This is an optimization exercise on Yosys and OpenROAD, whose aim is a short achievable clock period and few clock cycles per item, not a production implementation.
Where RTL was checked, it was by simulation tests only, not by an equivalence proof against the original.

== run A ==
==> module resp_queue, before the edit <==
module resp_queue #(
	parameter int FIFO_DEPTH = 17,
	parameter int PKT_DEPTH = 9
) (
	input wire logic to,
	input wire logic rst_n,
	input wire logic dev_rx_ctl,
	input wire logic [switch_pkg::BYTE_W-1:0] dev_rx_data,
	input wire logic rd,
	input wire logic start,
	output logic [switch_pkg::BYTE_W:0] head,
	output logic head_last,
	output logic pkt_avail,
	output logic pkt_is_read
);
	logic in_pkt;
	logic rx_ctl_n;
	logic [switch_pkg::BYTE_W-1:0] rx_data;
	logic [switch_pkg::BYTE_W:0] rx_flit;
	logic rx_cmd;
	logic rx_nop;
	logic rx_read;
	logic acc;
	logic push;
	logic [PKT_DEPTH-1:0] pv;
	logic [PKT_DEPTH-1:0] pc;
	logic [PKT_DEPTH-1:0] sv;
	logic [PKT_DEPTH-1:0] sc;
	logic [PKT_DEPTH-1:0] wj;
	always_ff @(posedge to or negedge rst_n) begin
		if (!rst_n) begin
			rx_ctl_n <= 1'b0;
			rx_data <= switch_pkg::NOP_DATA;
		end else begin
			rx_ctl_n <= !dev_rx_ctl;
			rx_data <= dev_rx_data;
		end
	end
	assign rx_flit = {!rx_ctl_n, rx_data};
	assign rx_cmd = switch_pkg::is_cmd(rx_flit);
	assign rx_nop = switch_pkg::is_nop(rx_flit);
	assign rx_read = (rx_data[2:0] == switch_pkg::op_read_resp);
	assign acc = in_pkt || rx_cmd;
	assign push = !in_pkt && rx_cmd;
	always_ff @(posedge to or negedge rst_n) begin
		if (!rst_n) begin
			in_pkt <= 1'b0;
		end else if (in_pkt) begin
			if (rx_nop) in_pkt <= 1'b0;
		end else if (rx_cmd) begin
			in_pkt <= 1'b1;
		end
	end
	flit_fifo #(
		.DEPTH (FIFO_DEPTH)
	) i_flit_fifo (
		.to         (to),
		.rst_n      (rst_n),
		.wdata      (rx_flit),
		.wlast      (rx_nop),
		.adv        (acc),
		.rd         (rd),
		.head       (head),
		.head_last  (head_last)
	);
	always_comb begin
		for (int j = 0; j < PKT_DEPTH; j++) begin
			sv[j] = start ? ((j == PKT_DEPTH-1) ? 1'b0 : pv[(j+1)%PKT_DEPTH]) : pv[j];
			sc[j] = start ? ((j == PKT_DEPTH-1) ? 1'b0 : pc[(j+1)%PKT_DEPTH]) : pc[j];
		end
		for (int j = 0; j < PKT_DEPTH; j++) begin
			wj[j] = push && !sv[j] && ((j == 0) ? 1'b1 : sv[(j+PKT_DEPTH-1)%PKT_DEPTH]);
		end
	end
	always_ff @(posedge to or negedge rst_n) begin
		if (!rst_n) begin
			pv <= '0;
			pc <= '0;
		end else begin
			pv <= sv | wj;
			for (int j = 0; j < PKT_DEPTH; j++) begin
				pc[j] <= wj[j] ? rx_read : sc[j];
			end
		end
	end
	assign pkt_avail = pv[0];
	assign pkt_is_read = pc[0];
endmodule
==> module dest_router, before the edit <==
module dest_router (
	input wire logic to,
	input wire logic rst_n,
	input wire logic noc_to_dev_ctl,
	input wire logic [switch_pkg::BYTE_W-1:0] noc_to_dev_data,
	output logic [switch_pkg::NUM_PORTS-1:0] dev_tx_ctl,
	output logic [switch_pkg::NUM_PORTS-1:0][switch_pkg::BYTE_W-1:0] dev_tx_data
);
	switch_pkg::route_state_e state;
	switch_pkg::route_state_e state_nxt;
	switch_pkg::port_sel_t sel;
	switch_pkg::port_sel_t sel_nxt;
	switch_pkg::port_sel_t dest_dec;
	logic [switch_pkg::BYTE_W:0] in_flit;
	logic [switch_pkg::BYTE_W:0] dly1;
	switch_pkg::port_sel_t tx_ctl_n;
	assign in_flit = {noc_to_dev_ctl, noc_to_dev_data};
	always_comb begin
		for (int k = 0; k < switch_pkg::NUM_PORTS; k++) begin
			dest_dec[k] = (noc_to_dev_data == switch_pkg::DEV_ID_BASE + switch_pkg::BYTE_W'(k));
		end
	end
	always_comb begin
		state_nxt = state;
		sel_nxt = sel;
		case (state)
			switch_pkg::rt_wait_cmd: begin
				if (switch_pkg::is_cmd(in_flit)) begin
					sel_nxt = '0;
					state_nxt = switch_pkg::rt_wait_dest;
				end
			end
			switch_pkg::rt_wait_dest: begin
				if (!in_flit[switch_pkg::BYTE_W]) begin
					sel_nxt = dest_dec;
					state_nxt = switch_pkg::rt_forward;
				end else if (switch_pkg::is_nop(in_flit)) begin
					state_nxt = switch_pkg::rt_wait_cmd;
				end
			end
			switch_pkg::rt_forward: begin
				if (switch_pkg::is_cmd(in_flit)) begin
					sel_nxt = '0;
					state_nxt = switch_pkg::rt_wait_dest;
				end else if (switch_pkg::is_nop(in_flit)) begin
					state_nxt = switch_pkg::rt_wait_cmd;
				end
			end
			default: state_nxt = switch_pkg::rt_wait_cmd;
		endcase
	end
	always_ff @(posedge to or negedge rst_n) begin
		if (!rst_n) begin
			state <= switch_pkg::rt_wait_cmd;
			sel <= '0;
		end else begin
			state <= state_nxt;
			sel <= sel_nxt;
		end
	end
	always_ff @(posedge to) begin
		dly1 <= in_flit;
	end
	always_ff @(posedge to or negedge rst_n) begin
		if (!rst_n) begin
			tx_ctl_n <= '0;
			dev_tx_data <= '0;
		end else begin
			for (int k = 0; k < switch_pkg::NUM_PORTS; k++) begin
				tx_ctl_n[k] <= sel_nxt[k] && !dly1[switch_pkg::BYTE_W];
				dev_tx_data[k] <= sel_nxt[k] ? dly1[switch_pkg::BYTE_W-1:0] : switch_pkg::NOP_DATA;
			end
		end
	end
	assign dev_tx_ctl = ~tx_ctl_n;
endmodule
==> flow/config.mk <==
export PLATFORM = sky130hd
export DESIGN_NAME = switch_top
export DESIGN_NICKNAME = switch_top
export VERILOG_FILES = /design/flow/design.v
export SDC_FILE = /design/flow/constraint.sdc
export NUM_CORES = 4
export LEC_CHECK = 0
export ABC_CLOCK_PERIOD_IN_PS = 2000
export CAP_MARGIN = 20
export CORE_MARGIN = 2
export CORE_UTILIZATION = 40
export SETUP_SLACK_MARGIN = 2.4
export SLEW_MARGIN = 20
export TNS_END_PERCENT = 100
==> flow/constraint.sdc <==
create_clock -name core_clock -period 4.5 [get_ports {to}]
set_input_delay 0.9000 -clock core_clock [delete_from_list [all_inputs] [get_ports {to}]]
set_output_delay 0.9000 -clock core_clock [all_outputs]
set_load 0.01 [all_outputs]
run.sh (not shown) runs the stock make flow with config.mk's settings and CLKGATE_MAP_FILE= SYNTH_SCRIPT=/design/flow/synth_recipe.tcl, a recipe that flattens the netlist after the stock synthesis.
> inputs changed (run A -> run B)
==> flow/design.v, changed modules only <==
module resp_queue #(
	parameter int FIFO_DEPTH = 17,
	parameter int PKT_DEPTH = 9
) (
	input wire logic to,
	input wire logic rst_n,
	input wire logic dev_rx_ctl,
	input wire logic [switch_pkg::BYTE_W-1:0] dev_rx_data,
	input wire logic rd,
	input wire logic start,
	output logic [switch_pkg::BYTE_W:0] head,
	output logic head_last,
	output logic pkt_avail,
	output logic pkt_is_read
);
	logic in_pkt;
	logic rx_ctl_n;
	logic [switch_pkg::BYTE_W-1:0] rx_data;
	logic [switch_pkg::BYTE_W:0] rx_flit;
	logic rx_cmd;
	logic rx_nop;
	logic rx_read;
	logic acc;
	logic push;
	logic [PKT_DEPTH-1:0] pv;
	logic [PKT_DEPTH-1:0] pc;
	logic [PKT_DEPTH-1:0] sv;
	logic [PKT_DEPTH-1:0] sc;
	logic [PKT_DEPTH-1:0] wj;
	always_ff @(posedge to or negedge rst_n) begin
		if (!rst_n) begin
			rx_ctl_n <= 1'b0;
			rx_data <= switch_pkg::NOP_DATA;
			rx_cmd <= 1'b0;
			rx_nop <= 1'b1;
			rx_read <= 1'b0;
		end else begin
			rx_ctl_n <= !dev_rx_ctl;
			rx_data <= dev_rx_data;
			rx_cmd <= switch_pkg::is_cmd({dev_rx_ctl, dev_rx_data});
			rx_nop <= switch_pkg::is_nop({dev_rx_ctl, dev_rx_data});
			rx_read <= (dev_rx_data[2:0] == switch_pkg::op_read_resp);
		end
	end
	assign rx_flit = {!rx_ctl_n, rx_data};
	assign acc = in_pkt || rx_cmd;
	assign push = !in_pkt && rx_cmd;
	always_ff @(posedge to or negedge rst_n) begin
		if (!rst_n) begin
			in_pkt <= 1'b0;
		end else if (in_pkt) begin
			if (rx_nop) in_pkt <= 1'b0;
		end else if (rx_cmd) begin
			in_pkt <= 1'b1;
		end
	end
	flit_fifo #(
		.DEPTH (FIFO_DEPTH)
	) i_flit_fifo (
		.to         (to),
		.rst_n      (rst_n),
		.wdata      (rx_flit),
		.wlast      (rx_nop),
		.adv        (acc),
		.rd         (rd),
		.head       (head),
		.head_last  (head_last)
	);
	always_comb begin
		for (int j = 0; j < PKT_DEPTH; j++) begin
			sv[j] = start ? ((j == PKT_DEPTH-1) ? 1'b0 : pv[(j+1)%PKT_DEPTH]) : pv[j];
			sc[j] = start ? ((j == PKT_DEPTH-1) ? 1'b0 : pc[(j+1)%PKT_DEPTH]) : pc[j];
		end
		for (int j = 0; j < PKT_DEPTH; j++) begin
			wj[j] = push && !sv[j] && ((j == 0) ? 1'b1 : sv[(j+PKT_DEPTH-1)%PKT_DEPTH]);
		end
	end
	always_ff @(posedge to or negedge rst_n) begin
		if (!rst_n) begin
			pv <= '0;
			pc <= '0;
		end else begin
			pv <= sv | wj;
			for (int j = 0; j < PKT_DEPTH; j++) begin
				pc[j] <= wj[j] ? rx_read : sc[j];
			end
		end
	end
	assign pkt_avail = pv[0];
	assign pkt_is_read = pc[0];
endmodule
module dest_router (
	input wire logic to,
	input wire logic rst_n,
	input wire logic noc_to_dev_ctl,
	input wire logic [switch_pkg::BYTE_W-1:0] noc_to_dev_data,
	output logic [switch_pkg::NUM_PORTS-1:0] dev_tx_ctl,
	output logic [switch_pkg::NUM_PORTS-1:0][switch_pkg::BYTE_W-1:0] dev_tx_data
);
	logic st_cmd;
	logic st_dest;
	logic st_fwd;
	switch_pkg::port_sel_t sel;
	switch_pkg::port_sel_t sel_nxt;
	switch_pkg::port_sel_t dest_dec;
	logic [switch_pkg::BYTE_W:0] in_flit;
	logic [switch_pkg::BYTE_W:0] dly1;
	logic in_cmd;
	logic in_nop;
	logic take_dest;
	logic clear;
	switch_pkg::port_sel_t tx_ctl_n;
	assign in_flit = {noc_to_dev_ctl, noc_to_dev_data};
	assign in_cmd = switch_pkg::is_cmd(in_flit);
	assign in_nop = switch_pkg::is_nop(in_flit);
	always_comb begin
		for (int k = 0; k < switch_pkg::NUM_PORTS; k++) begin
			dest_dec[k] = (noc_to_dev_data == switch_pkg::DEV_ID_BASE + switch_pkg::BYTE_W'(k));
		end
	end
	assign take_dest = st_dest && !noc_to_dev_ctl;
	assign clear = !st_dest && in_cmd;
	assign sel_nxt = take_dest ? dest_dec : (clear ? '0 : sel);
	always_ff @(posedge to or negedge rst_n) begin
		if (!rst_n) begin
			st_cmd <= 1'b1;
			st_dest <= 1'b0;
			st_fwd <= 1'b0;
			sel <= '0;
		end else begin
			st_cmd <= (st_cmd && !in_cmd) || ((st_dest || st_fwd) && in_nop);
			st_dest <= (st_dest && noc_to_dev_ctl && !in_nop) || clear;
			st_fwd <= take_dest || (st_fwd && !noc_to_dev_ctl);
			sel <= sel_nxt;
		end
	end
	always_ff @(posedge to) begin
		dly1 <= in_flit;
	end
	always_ff @(posedge to or negedge rst_n) begin
		if (!rst_n) begin
			tx_ctl_n <= '0;
			dev_tx_data <= '0;
		end else begin
			for (int k = 0; k < switch_pkg::NUM_PORTS; k++) begin
				tx_ctl_n[k] <= sel_nxt[k] && !dly1[switch_pkg::BYTE_W];
				dev_tx_data[k] <= sel_nxt[k] ? dly1[switch_pkg::BYTE_W-1:0] : switch_pkg::NOP_DATA;
			end
		end
	end
	assign dev_tx_ctl = ~tx_ctl_n;
endmodule
Findings:
The run showing the greater via count of the first global-routing pass is run A.
Diff run A -> run B: sequential cell count increased about 1%, detailed-route wire length decreased 6.5%, clock skew decreased 0.0046 ns, final cell count decreased about 2.2%, number of buffer and inverter stages on the critical path decreased 3.
Run B: flow completed, timing, DRC and antenna clean
Of run A and run B, run A shows the higher global-route wire length before repair, with run B below it.
Testbench counts of run B, summed over its fixed seeds: cycles 7,595, items 1,536.
For run A, only the layout was checked, not whether the RTL still works.

==> port drivers added, routing unchanged <==
Ports are ideal in the flow. The routed layouts listed here were re-timed in OpenROAD. Step 1, drivers: a clkbuf_16 drives to and a buf_2 each remaining input, both assumed. Step 2, shift: input delay + t, output delay - t, t = (earliest + latest rising clock arrival at the registers) / 2. This alone moves slack from input paths to output paths. a / b / c = ideal ports / drivers / drivers and shift; a / b = the first two.
| run | t (ns) | slack for setup (ns) | latest minus earliest clock arrival (ns) |
|---|---|---|---|
| run A | 0.766 | 2.119 / 2.119 / 1.725 | 0.051 / 0.050 |
| run B | 0.734 | 2.389 / 2.325 / 1.744 | 0.041 / 0.040 |
After both steps every run listed still meets setup and hold. For run B, which loses most, drivers alone change the setup slack by -0.064 ns; drivers and shift together by -0.645 ns.
